Background: an optimization exercise with open tools, aiming at small area, a short achievable clock period and few clock cycles per item. Do not read the settings as production practice.
The RTL was checked by simulation tests, not by an equivalence proof against the original design.

==> design/flow/run.sh <==
#!/bin/bash
# synth_recipe.tcl (not shown) runs the flow's synth.tcl, then flattens the netlist and writes it again
# the make line also repeats each setting of config.mk as NAME=value (left out here)
make -C /OpenROAD-flow-scripts/flow DESIGN_CONFIG=/design/flow/config.mk WORK_HOME=/design/flow/orfs CLKGATE_MAP_FILE= SYNTH_SCRIPT=/design/flow/synth_recipe.tcl finish
==> design/flow/config.mk <==
export PLATFORM = sky130hd
export DESIGN_NAME = aes128_enc
export DESIGN_NICKNAME = aes128_enc
export VERILOG_FILES = /design/flow/design.v
export SDC_FILE = /design/flow/constraint.sdc
export NUM_CORES = 4
export LEC_CHECK = 0
export CAP_MARGIN = 20
export CORE_MARGIN = 2
export CORE_UTILIZATION = 40
export SLEW_MARGIN = 20
==> design/flow/constraint.sdc <==
create_clock -name core_clock -period 10.0 [get_ports {clock_clk_i}]
set_input_delay 2.0000 -clock core_clock [delete_from_list [all_inputs] [get_ports {clock_clk_i}]]
set_output_delay 2.0000 -clock core_clock [all_outputs]
set_load 0.01 [all_outputs]
==> design/flow/design.v <==
`default_nettype none
package aes_pkg;
	localparam int unsigned AES_NB = 4;
	localparam int unsigned AES_NR = 10;
	localparam int unsigned AES_BLOCK_W = 128;
	localparam int unsigned AES_WORD_W = 32;
	localparam int unsigned AES_BYTE_W = 8;
	typedef logic [AES_BYTE_W-1:0] aes_byte_t;
	typedef logic [AES_WORD_W-1:0] aes_word_t;
	typedef logic [$clog2(AES_NR+1)-1:0] aes_round_t;
	localparam aes_byte_t AES_RCON_INIT = 8'h01;
	localparam aes_byte_t AES_REDUCE = 8'h1b;
	typedef logic [AES_BLOCK_W-1:0] aes_block_u;
	function automatic aes_byte_t aes_xtime(input aes_byte_t b);
		aes_byte_t shifted;
		shifted = {b[AES_BYTE_W-2:0], 1'b0};
		aes_xtime = b[AES_BYTE_W-1] ? (shifted ^ AES_REDUCE) : shifted;
	endfunction
endpackage
`default_nettype wire
`default_nettype none
module aes_sbox (
	input  wire aes_pkg::aes_byte_t byte_i,
	output aes_pkg::aes_byte_t      byte_o
);
	function automatic logic [3:0] gf4_mul(input logic [3:0] x, input logic [3:0] y);
		logic [3:0] m;
		m[0] = (x[0] & y[0]) ^ (x[3] & y[1]) ^ (x[2] & y[2]) ^ (x[1] & y[3]);
		m[1] = (x[1] & y[0]) ^ ((x[0] ^ x[3]) & y[1]) ^ ((x[2] ^ x[3]) & y[2])
			^ ((x[1] ^ x[2]) & y[3]);
		m[2] = (x[2] & y[0]) ^ (x[1] & y[1]) ^ ((x[0] ^ x[3]) & y[2])
			^ ((x[2] ^ x[3]) & y[3]);
		m[3] = (x[3] & y[0]) ^ (x[2] & y[1]) ^ (x[1] & y[2]) ^ ((x[0] ^ x[3]) & y[3]);
		gf4_mul = m;
	endfunction
	logic       map_a;
	logic       map_b;
	logic       map_c;
	logic [3:0] ah;
	logic [3:0] al;
	logic [3:0] sq_h;
	logic [3:0] sq_l;
	logic [3:0] sq_he;
	logic [3:0] xin;
	logic       inv_a;
	logic [3:0] inv;
	logic [3:0] qmh;
	logic [3:0] qml;
	logic       back_a;
	logic       back_b;
	logic [7:0] gf;
	logic       aff_a;
	logic       aff_b;
	logic       aff_c;
	logic       aff_d;
	assign map_a = byte_i[1] ^ byte_i[7];
	assign map_b = byte_i[5] ^ byte_i[7];
	assign map_c = byte_i[4] ^ byte_i[6];
	assign al = {byte_i[2] ^ byte_i[4], map_a, byte_i[1] ^ byte_i[2],
		map_c ^ byte_i[0] ^ byte_i[5]};
	assign ah = {map_b, map_b ^ byte_i[2] ^ byte_i[3], map_a ^ map_c, map_c ^ byte_i[5]};
	assign sq_h = {ah[3], ah[1] ^ ah[3], ah[2], ah[0] ^ ah[2]};
	assign sq_l = {al[3], al[1] ^ al[3], al[2], al[0] ^ al[2]};
	assign sq_he[0] = sq_h[1] ^ sq_h[2] ^ sq_h[3];
	assign sq_he[1] = sq_h[0] ^ sq_h[1];
	assign sq_he[2] = sq_h[0] ^ sq_h[1] ^ sq_h[2];
	assign sq_he[3] = sq_h[0] ^ sq_h[1] ^ sq_h[2] ^ sq_h[3];
	assign xin = sq_he ^ sq_l ^ gf4_mul(ah, al);
	assign inv_a = xin[1] ^ xin[2] ^ xin[3] ^ (xin[1] & xin[2] & xin[3]);
	assign inv[0] = inv_a ^ xin[0] ^ (xin[0] & xin[2]) ^ (xin[1] & xin[2])
		^ (xin[0] & xin[1] & xin[2]);
	assign inv[1] = (xin[0] & xin[1]) ^ (xin[0] & xin[2]) ^ (xin[1] & xin[2]) ^ xin[3]
		^ (xin[1] & xin[3]) ^ (xin[0] & xin[1] & xin[3]);
	assign inv[2] = (xin[0] & xin[1]) ^ xin[2] ^ (xin[0] & xin[2]) ^ xin[3]
		^ (xin[0] & xin[3]) ^ (xin[0] & xin[2] & xin[3]);
	assign inv[3] = inv_a ^ (xin[0] & xin[3]) ^ (xin[1] & xin[3]) ^ (xin[2] & xin[3]);
	assign qmh = gf4_mul(ah, inv);
	assign qml = gf4_mul(ah ^ al, inv);
	assign back_a = qml[1] ^ qmh[3];
	assign back_b = qmh[0] ^ qmh[1];
	assign gf[0] = qml[0] ^ qmh[0];
	assign gf[1] = back_b ^ qmh[3];
	assign gf[2] = back_a ^ back_b;
	assign gf[3] = back_b ^ qml[1] ^ qmh[2];
	assign gf[4] = back_a ^ back_b ^ qml[3];
	assign gf[5] = back_b ^ qml[2];
	assign gf[6] = back_a ^ qml[2] ^ qml[3] ^ qmh[0];
	assign gf[7] = back_b ^ qml[2] ^ qmh[3];
	assign aff_a = gf[0] ^ gf[1];
	assign aff_b = gf[2] ^ gf[3];
	assign aff_c = gf[4] ^ gf[5];
	assign aff_d = gf[6] ^ gf[7];
	assign byte_o = {gf[3] ^ aff_c ^ aff_d, gf[6] ^ aff_b ^ aff_c, gf[1] ^ aff_b ^ aff_c,
		gf[4] ^ aff_a ^ aff_b, gf[7] ^ aff_a ^ aff_b, gf[2] ^ aff_a ^ aff_d,
		gf[5] ^ aff_a ^ aff_d, gf[0] ^ aff_c ^ aff_d} ^ 8'h63;
endmodule
`default_nettype wire
`default_nettype none
module aes_round (
	input  wire aes_pkg::aes_block_u state_i,
	input  wire aes_pkg::aes_block_u round_key_i,
	input  wire                      final_round_i,
	output aes_pkg::aes_block_u      state_o
);
	function automatic aes_pkg::aes_word_t mix_column(input aes_pkg::aes_word_t col);
		aes_pkg::aes_byte_t a0;
		aes_pkg::aes_byte_t a1;
		aes_pkg::aes_byte_t a2;
		aes_pkg::aes_byte_t a3;
		aes_pkg::aes_byte_t x0;
		aes_pkg::aes_byte_t x1;
		aes_pkg::aes_byte_t x2;
		aes_pkg::aes_byte_t x3;
		{a0, a1, a2, a3} = col;
		x0 = aes_pkg::aes_xtime(a0);
		x1 = aes_pkg::aes_xtime(a1);
		x2 = aes_pkg::aes_xtime(a2);
		x3 = aes_pkg::aes_xtime(a3);
		mix_column = {x0 ^ x1 ^ a1 ^ a2 ^ a3, a0 ^ x1 ^ x2 ^ a2 ^ a3,
			a0 ^ a1 ^ x2 ^ x3 ^ a3, x0 ^ a0 ^ a1 ^ a2 ^ x3};
	endfunction
	aes_pkg::aes_block_u sub_state;
	aes_pkg::aes_block_u shift_state;
	aes_pkg::aes_block_u mix_state;
	for (genvar i = 0; i < aes_pkg::AES_BLOCK_W / aes_pkg::AES_BYTE_W; i++) begin : g_sbox
		aes_sbox sbox_i (
			.byte_i(state_i[127-8*i -: 8]),
			.byte_o(sub_state[127-8*i -: 8])
		);
	end
	always_comb begin
		for (int c = 0; c < aes_pkg::AES_NB; c++) begin
			for (int r = 0; r < 4; r++) begin
				shift_state[127-8*(4*c + r) -: 8] = sub_state[127-8*(4*((c + r) % 4) + r) -: 8];
			end
		end
	end
	always_comb begin
		for (int c = 0; c < aes_pkg::AES_NB; c++) begin
			mix_state[127-32*c -: 32] = mix_column(shift_state[127-32*c -: 32]);
		end
	end
	assign state_o = (final_round_i ? shift_state : mix_state) ^ round_key_i;
endmodule
`default_nettype wire
`default_nettype none
module aes_key_expander (
	input  wire                      clock_clk_i,
	input  wire                      arst_n_i,
	input  wire                      load_i,
	input  wire aes_pkg::aes_block_u key_i,
	input  wire                      step_i,
	output aes_pkg::aes_block_u      round_key_o
);
	aes_pkg::aes_block_u           key_q;
	aes_pkg::aes_byte_t            rcon_q;
	logic [31:0]                   sub_bytes;
	for (genvar i = 0; i < 4; i++) begin : g_sbox
		aes_sbox sbox_i (
			.byte_i(key_q[127-8*(4*(aes_pkg::AES_NB - 1) + (i + 1) % 4) -: 8]),
			.byte_o(sub_bytes[31-8*i -: 8])
		);
	end
	always_comb begin
		round_key_o[127 -: 32] = key_q[127 -: 32] ^ sub_bytes ^ {rcon_q, 24'h000000};
		for (int i = 1; i < aes_pkg::AES_NB; i++) begin
			round_key_o[127-32*i -: 32] = key_q[127-32*i -: 32] ^ round_key_o[127-32*(i-1) -: 32];
		end
	end
	always_ff @(posedge clock_clk_i) begin
		if (load_i) begin
			key_q <= key_i;
		end else if (step_i) begin
			key_q <= round_key_o;
		end
	end
	always_ff @(posedge clock_clk_i or negedge arst_n_i) begin
		if (!arst_n_i) begin
			rcon_q <= aes_pkg::AES_RCON_INIT;
		end else if (load_i) begin
			rcon_q <= aes_pkg::AES_RCON_INIT;
		end else if (step_i) begin
			rcon_q <= aes_pkg::aes_xtime(rcon_q);
		end
	end
endmodule
`default_nettype wire
`default_nettype none
module aes_cipher_core (
	input  wire                      clock_clk_i,
	input  wire                      arst_n_i,
	input  wire                      blk_valid_i,
	input  wire aes_pkg::aes_block_u blk_text_i,
	input  wire aes_pkg::aes_block_u blk_key_i,
	output logic                     core_ready_o,
	output logic                     res_valid_o,
	output aes_pkg::aes_block_u      res_text_o,
	input  wire                      out_free_i
);
	logic                busy_q;
	logic                done_q;
	aes_pkg::aes_round_t round_q;
	aes_pkg::aes_block_u state_q;
	aes_pkg::aes_block_u round_key;
	aes_pkg::aes_block_u round_out;
	logic                accept;
	logic                step;
	logic                final_round;
	assign core_ready_o = !busy_q;
	assign accept = blk_valid_i && core_ready_o;
	assign step = busy_q && !done_q;
	assign final_round = round_q == aes_pkg::aes_round_t'(aes_pkg::AES_NR);
	aes_key_expander key_expander_i (
		.clock_clk_i(clock_clk_i),
		.arst_n_i   (arst_n_i),
		.load_i     (accept),
		.key_i      (blk_key_i),
		.step_i     (step),
		.round_key_o(round_key)
	);
	aes_round round_i (
		.state_i      (state_q),
		.round_key_i  (round_key),
		.final_round_i(final_round),
		.state_o      (round_out)
	);
	always_ff @(posedge clock_clk_i) begin
		if (accept) begin
			state_q <= blk_text_i ^ blk_key_i;
		end else if (step) begin
			state_q <= round_out;
		end
	end
	always_ff @(posedge clock_clk_i or negedge arst_n_i) begin
		if (!arst_n_i) begin
			busy_q <= 1'b0;
			done_q <= 1'b0;
			round_q <= '0;
		end else if (accept) begin
			busy_q <= 1'b1;
			round_q <= aes_pkg::aes_round_t'(1);
		end else if (step) begin
			if (final_round) begin
				done_q <= 1'b1;
			end else begin
				round_q <= round_q + aes_pkg::aes_round_t'(1);
			end
		end else if (done_q && out_free_i) begin
			busy_q <= 1'b0;
			done_q <= 1'b0;
		end
	end
	assign res_valid_o = done_q;
	assign res_text_o = state_q;
endmodule
`default_nettype wire
`default_nettype none
module aes_block_in (
	input  wire                      clock_clk_i,
	input  wire                      arst_n_i,
	input  wire                      in_req_i,
	output logic                     in_ack_o,
	input  wire aes_pkg::aes_block_u plaintext_i,
	input  wire aes_pkg::aes_block_u key_i,
	output logic                     blk_valid_o,
	output aes_pkg::aes_block_u      blk_text_o,
	output aes_pkg::aes_block_u      blk_key_o,
	input  wire                      core_ready_i
);
	logic ack_q;
	logic full_q;
	logic capture;
	assign capture = in_req_i && !ack_q && !full_q;
	always_ff @(posedge clock_clk_i or negedge arst_n_i) begin
		if (!arst_n_i) begin
			ack_q <= 1'b0;
			full_q <= 1'b0;
		end else begin
			if (capture) begin
				ack_q <= 1'b1;
			end else if (ack_q && !in_req_i) begin
				ack_q <= 1'b0;
			end
			if (capture) begin
				full_q <= 1'b1;
			end else if (full_q && core_ready_i) begin
				full_q <= 1'b0;
			end
		end
	end
	always_ff @(posedge clock_clk_i) begin
		if (capture) begin
			blk_text_o <= plaintext_i;
			blk_key_o <= key_i;
		end
	end
	assign in_ack_o = ack_q;
	assign blk_valid_o = full_q;
endmodule
`default_nettype wire
`default_nettype none
module aes_block_out (
	input  wire                      clock_clk_i,
	input  wire                      arst_n_i,
	input  wire                      res_valid_i,
	input  wire aes_pkg::aes_block_u res_text_i,
	output logic                     out_free_o,
	output logic                     out_req_o,
	input  wire                      out_ack_i,
	output aes_pkg::aes_block_u      ciphertext_o
);
	logic full_q;
	logic req_q;
	logic take;
	assign out_free_o = !full_q;
	assign take = res_valid_i && out_free_o;
	always_ff @(posedge clock_clk_i or negedge arst_n_i) begin
		if (!arst_n_i) begin
			full_q <= 1'b0;
			req_q <= 1'b0;
		end else begin
			if (take) begin
				req_q <= 1'b1;
			end else if (req_q && out_ack_i) begin
				req_q <= 1'b0;
			end
			if (take) begin
				full_q <= 1'b1;
			end else if (full_q && !req_q && !out_ack_i) begin
				full_q <= 1'b0;
			end
		end
	end
	always_ff @(posedge clock_clk_i) begin
		if (take) begin
			ciphertext_o <= res_text_i;
		end
	end
	assign out_req_o = req_q;
endmodule
`default_nettype wire
`default_nettype none
module aes128_enc (
	input  wire                      clock_clk_i,
	input  wire                      arst_n_i,
	input  wire                      in_req_i,
	output logic                     in_ack_o,
	input  wire aes_pkg::aes_block_u plaintext_i,
	input  wire aes_pkg::aes_block_u key_i,
	output logic                     out_req_o,
	input  wire                      out_ack_i,
	output aes_pkg::aes_block_u      ciphertext_o
);
	logic                blk_valid;
	aes_pkg::aes_block_u blk_text;
	aes_pkg::aes_block_u blk_key;
	logic                core_ready;
	logic                res_valid;
	aes_pkg::aes_block_u res_text;
	logic                out_free;
	aes_block_in block_in_i (
		.clock_clk_i (clock_clk_i),
		.arst_n_i    (arst_n_i),
		.in_req_i    (in_req_i),
		.in_ack_o    (in_ack_o),
		.plaintext_i (plaintext_i),
		.key_i       (key_i),
		.blk_valid_o (blk_valid),
		.blk_text_o  (blk_text),
		.blk_key_o   (blk_key),
		.core_ready_i(core_ready)
	);
	aes_cipher_core cipher_core_i (
		.clock_clk_i (clock_clk_i),
		.arst_n_i    (arst_n_i),
		.blk_valid_i (blk_valid),
		.blk_text_i  (blk_text),
		.blk_key_i   (blk_key),
		.core_ready_o(core_ready),
		.res_valid_o (res_valid),
		.res_text_o  (res_text),
		.out_free_i  (out_free)
	);
	aes_block_out block_out_i (
		.clock_clk_i (clock_clk_i),
		.arst_n_i    (arst_n_i),
		.res_valid_i (res_valid),
		.res_text_i  (res_text),
		.out_free_o  (out_free),
		.out_req_o   (out_req_o),
		.out_ack_i   (out_ack_i),
		.ciphertext_o(ciphertext_o)
	);
endmodule
`default_nettype wire
==> summary.txt <==
* CP Launch Type: register
* Io pins at 390
* Final setup TNS at 0 ns
* CP peak stage delay at 0.95 ns
* Slew HR at 19.6%
* Most frequent cells in the layout: xnor2_1 (983), nand2_1 (736), nor2_1 (707)
* Hold_buf cts at 0
* Ys Warns at 6
* Crit path max fanout at 14
* Synth async-reset ratio at 2.74%
* Initial antenna violation count at 8
* Mapped Area at 76600 um^2
* # H-tree levels at 3
* CTS tree: built
* Height of the die at 442 um
* CP endpoint kind: register
* Via count at 68500
* Post-synth EDFFs at 640
* Dpl ws at 0.833 ns
* CP Data Arrival Time at 9.69 ns
* Post-CTS Setup Bufs at 0
* Ys flop type: edfxtp_1
* Residual DRC at 0
* Final Cycle Share at 93.1%
* Final layout net count at 8933
* Final worst slack at 0.687 ns
* Cells after synthesis at 8543
* Final slew viol count at 0
* Min Tclk post-route at 9.31 ns
* Placeable Area at 190000 um^2
* GPL Wtd Cong at 1.00
* Global-route congestion overflow total at 0
* Die area at 195000 um^2
* Min-delay worst type: register to register
* Detail Placement HPWL at 217000 um
* CP Cell Sequence: xor2_1 -> inv_1 -> ha_1 -> inv_1 -> ha_1 -> xnor2_1 -> xnor2_1 -> xnor2_1 -> xnor2_1 -> xnor2_1 -> buf_4 -> xnor2_1 -> o221ai_1 -> a2111oi_1 -> xor2_1 -> xor3_2 -> xnor2_2 -> xnor3_2 -> xnor3_1 -> mux2i_1 -> or3_1 -> a31oi_1
* Count of cell types in the netlist at 114
* Detailed Route Iter0 Violations at 8775
* # Max-Cap Violations at 0
* Initial Util at 40.3%
* Clock tree buffer depth at 3
* IO Port Bufs at 389
* WS Path Type: register to register
* GRT Resource Usage Total at 28.0%
* Fin util at 45.2%
* Root Driver: clkbuf_16
* Avg Vias per Cell at 6.13
* Post-cts sizing count at 0
* Vias in the first global route at 63400
* Worst-path clk slew at 0.06 ns
* Slew @ Worst Pin at 1.20 ns
* CP required at 10.37 ns
* Slowest CP cell: xnor2_1
* Filler cells at 18300
* Syn_area_per_cell at 8.97 um^2
* Sequential area share after synthesis at 25.7%
* FMAX at 0.107 GHz
* Final setup vio count at 0
* Worst skew pair latency at 0.74 ns
* First-pass GRT wire length at 421000 um
* Commonest non-fill, non-tap cell in the layout: xnor2_1
* CP most frequent cell: xnor2_1
* WL final at 286000 um
* Post-Route Skew at 0.0421 ns
* Final antenna-violating net count at 0
* Status: finished clean
* Syn Nets at 8892
* Pin count of the biggest net entering global routing at 147
* Share of layout cells above drive strength 1 at 6.93%
* Area delta synth->final at 12.1%
* Avg WL per Cell at 25.6 um
* Total CTS buffers at 87
* FF+latch count, synth at 658
* Number of detailed-route iterations in the first pass at 9
* Total count of hold-check failures in the final report at 0
* RSZ-0062 raised after global routing: false
* Width of the die at 442 um
* FP Rows at 160
* Clock tree sinks at 658
-- critical path, delay by kind of cell, from the launching register on --
kind / cells / cell delay (ns)
mux: 1 / 0.15
flops: 1 / 0.57
fa+ha+maj: 2 / 0.91
simple gates: 1 / 0.35
buf+inv: 3 / 0.89
compound gates: 3 / 1.40
xor+xnor: 12 / 4.65
-- through the flow --
stage | std cells | instance area [um^2] | hold WS, ns
floorplan | 8543 | 76700 | 0.421
global placement | 11000 | 82900 | 0.479
detailed placement | 11000 | 82900 | 0.504
CTS | 11200 | 85900 | 0.518
global route | 11200 | 85900 | 0.523
finish | 11200 | 85900 | 0.506
-- logic make-up after synthesis --
group                      after synthesis  synth area share [%]
and+or+nand+nor                       2362                  14.2
buffers and inverters                  817                  4.42
adders and majority gates              128                  1.96
DFF                                    658                  25.7
xor gates and xnor gates              2084                  31.5
muxes                                  180                  2.39
AOI/OAI and AO/OA                     2314                  19.8
-- path summary, 6_finish.rpt --
check                                                    start                                                  to  slack, ns  cells past startpoint
min                        cipher_core_i.state_q[88]$_DFFE_PP_              block_out_i.ciphertext_o[88]$_DFFE_PP_       0.51                      0
max                        cipher_core_i.state_q[46]$_DFFE_PP_                cipher_core_i.state_q[109]$_DFFE_PP_       0.69                     22
max reg2reg                cipher_core_i.state_q[46]$_DFFE_PP_                cipher_core_i.state_q[109]$_DFFE_PP_       0.69                     22
max in group asynchronous                             arst_n_i                cipher_core_i.round_q[2]$_DFFE_PN0P_       7.69                      1
min reg2reg                cipher_core_i.state_q[88]$_DFFE_PP_              block_out_i.ciphertext_o[88]$_DFFE_PP_       0.51                      0
min in group asynchronous                             arst_n_i  cipher_core_i.key_expander_i.rcon_q[1]$_DFFE_PN0P_       1.77                      1
-- registers in the layout (all words and copies together), names as in the netlist --
name,count
cipher_core_i.done_q,1
block_in_i.blk_text_o,128
cipher_core_i.round_q,4
block_in_i.blk_key_o,128
cipher_core_i.state_q,128
cipher_core_i.busy_q,1
block_out_i.full_q,1
block_out_i.ciphertext_o,128
block_in_i.ack_q,1
block_out_i.req_q,1
block_in_i.full_q,1
cipher_core_i.key_expander_i.rcon_q,8
cipher_core_i.key_expander_i.key_q,128
-- synthesized netlist by cell type (all sizes together) (105+ instances only) --
master / count / share of area, %
nor2: 712 / 3.5
clkbuf: 386 / 1.9
o211ai: 128 / 1.3
buf: 251 / 1.6
nand3: 212 / 1.4
a211oi: 123 / 1.2
o22ai: 116 / 0.95
a31oi: 105 / 0.86
inv: 174 / 0.85
edfxtp: 640 / 25
nand2: 738 / 3.6
xnor2: 1063 / 13
xor2: 653 / 7.8
mux2i: 157 / 2.1
a21oi: 580 / 3.8
xnor3: 298 / 8.8
o21ai: 539 / 3.5
nor3: 201 / 1.3
-- final cells by class --
| type | instances | area [um^2] | area share (%) |
|---|---|---|---|
| antenna | 2 | 5.00 | 0.00583 |
| clock buffer | 98 | 2250 | 2.62 |
| clock inverter | 59 | 703 | 0.818 |
| inverter | 180 | 688 | 0.801 |
| multi-input combinational | 7068 | 54000 | 62.9 |
| sequential | 658 | 19700 | 22.9 |
| tap | 2511 | 3140 | 3.66 |
| timing repair buffer | 589 | 5450 | 6.34 |
-- layer usage --
metal	wire [um]	vias to the layer above	GRT usage, %
li1	-	31200	-
met1	117000	33300	37.3
met2	130000	3375	44.5
met3	20600	565	3.31
met4	18200	0	15.2
met5	0	-	0
Testbench counts, summed over its fixed seeds: cycles 4,616, items 384.

static timing again, ports no longer ideal:
No port has a modelled driver above. Below, the same layout with a new extraction and two added sets of constraints.
Step 1, drivers: a clkbuf_16 drives clock_clk_i and a buf_2 each remaining input, both assumed.
Step 2, shift: input delay + t, output delay - t, t = (earliest + latest rising clock arrival at the registers) / 2. This alone moves slack from input paths to output paths.
Three values: ideal ports, drivers, drivers and shift; two values: the first two.
t (ns): 0.816
setup slack, ns: 0.687 / 0.687 / 0.687
worst register clock-pin slew, ns: 0.07 / 0.07
pins driven straight from the clock port: 1
After both steps setup and hold are still met in this run. For this run, drivers alone change the setup slack by 0.000 ns; drivers and shift together by 0.000 ns.
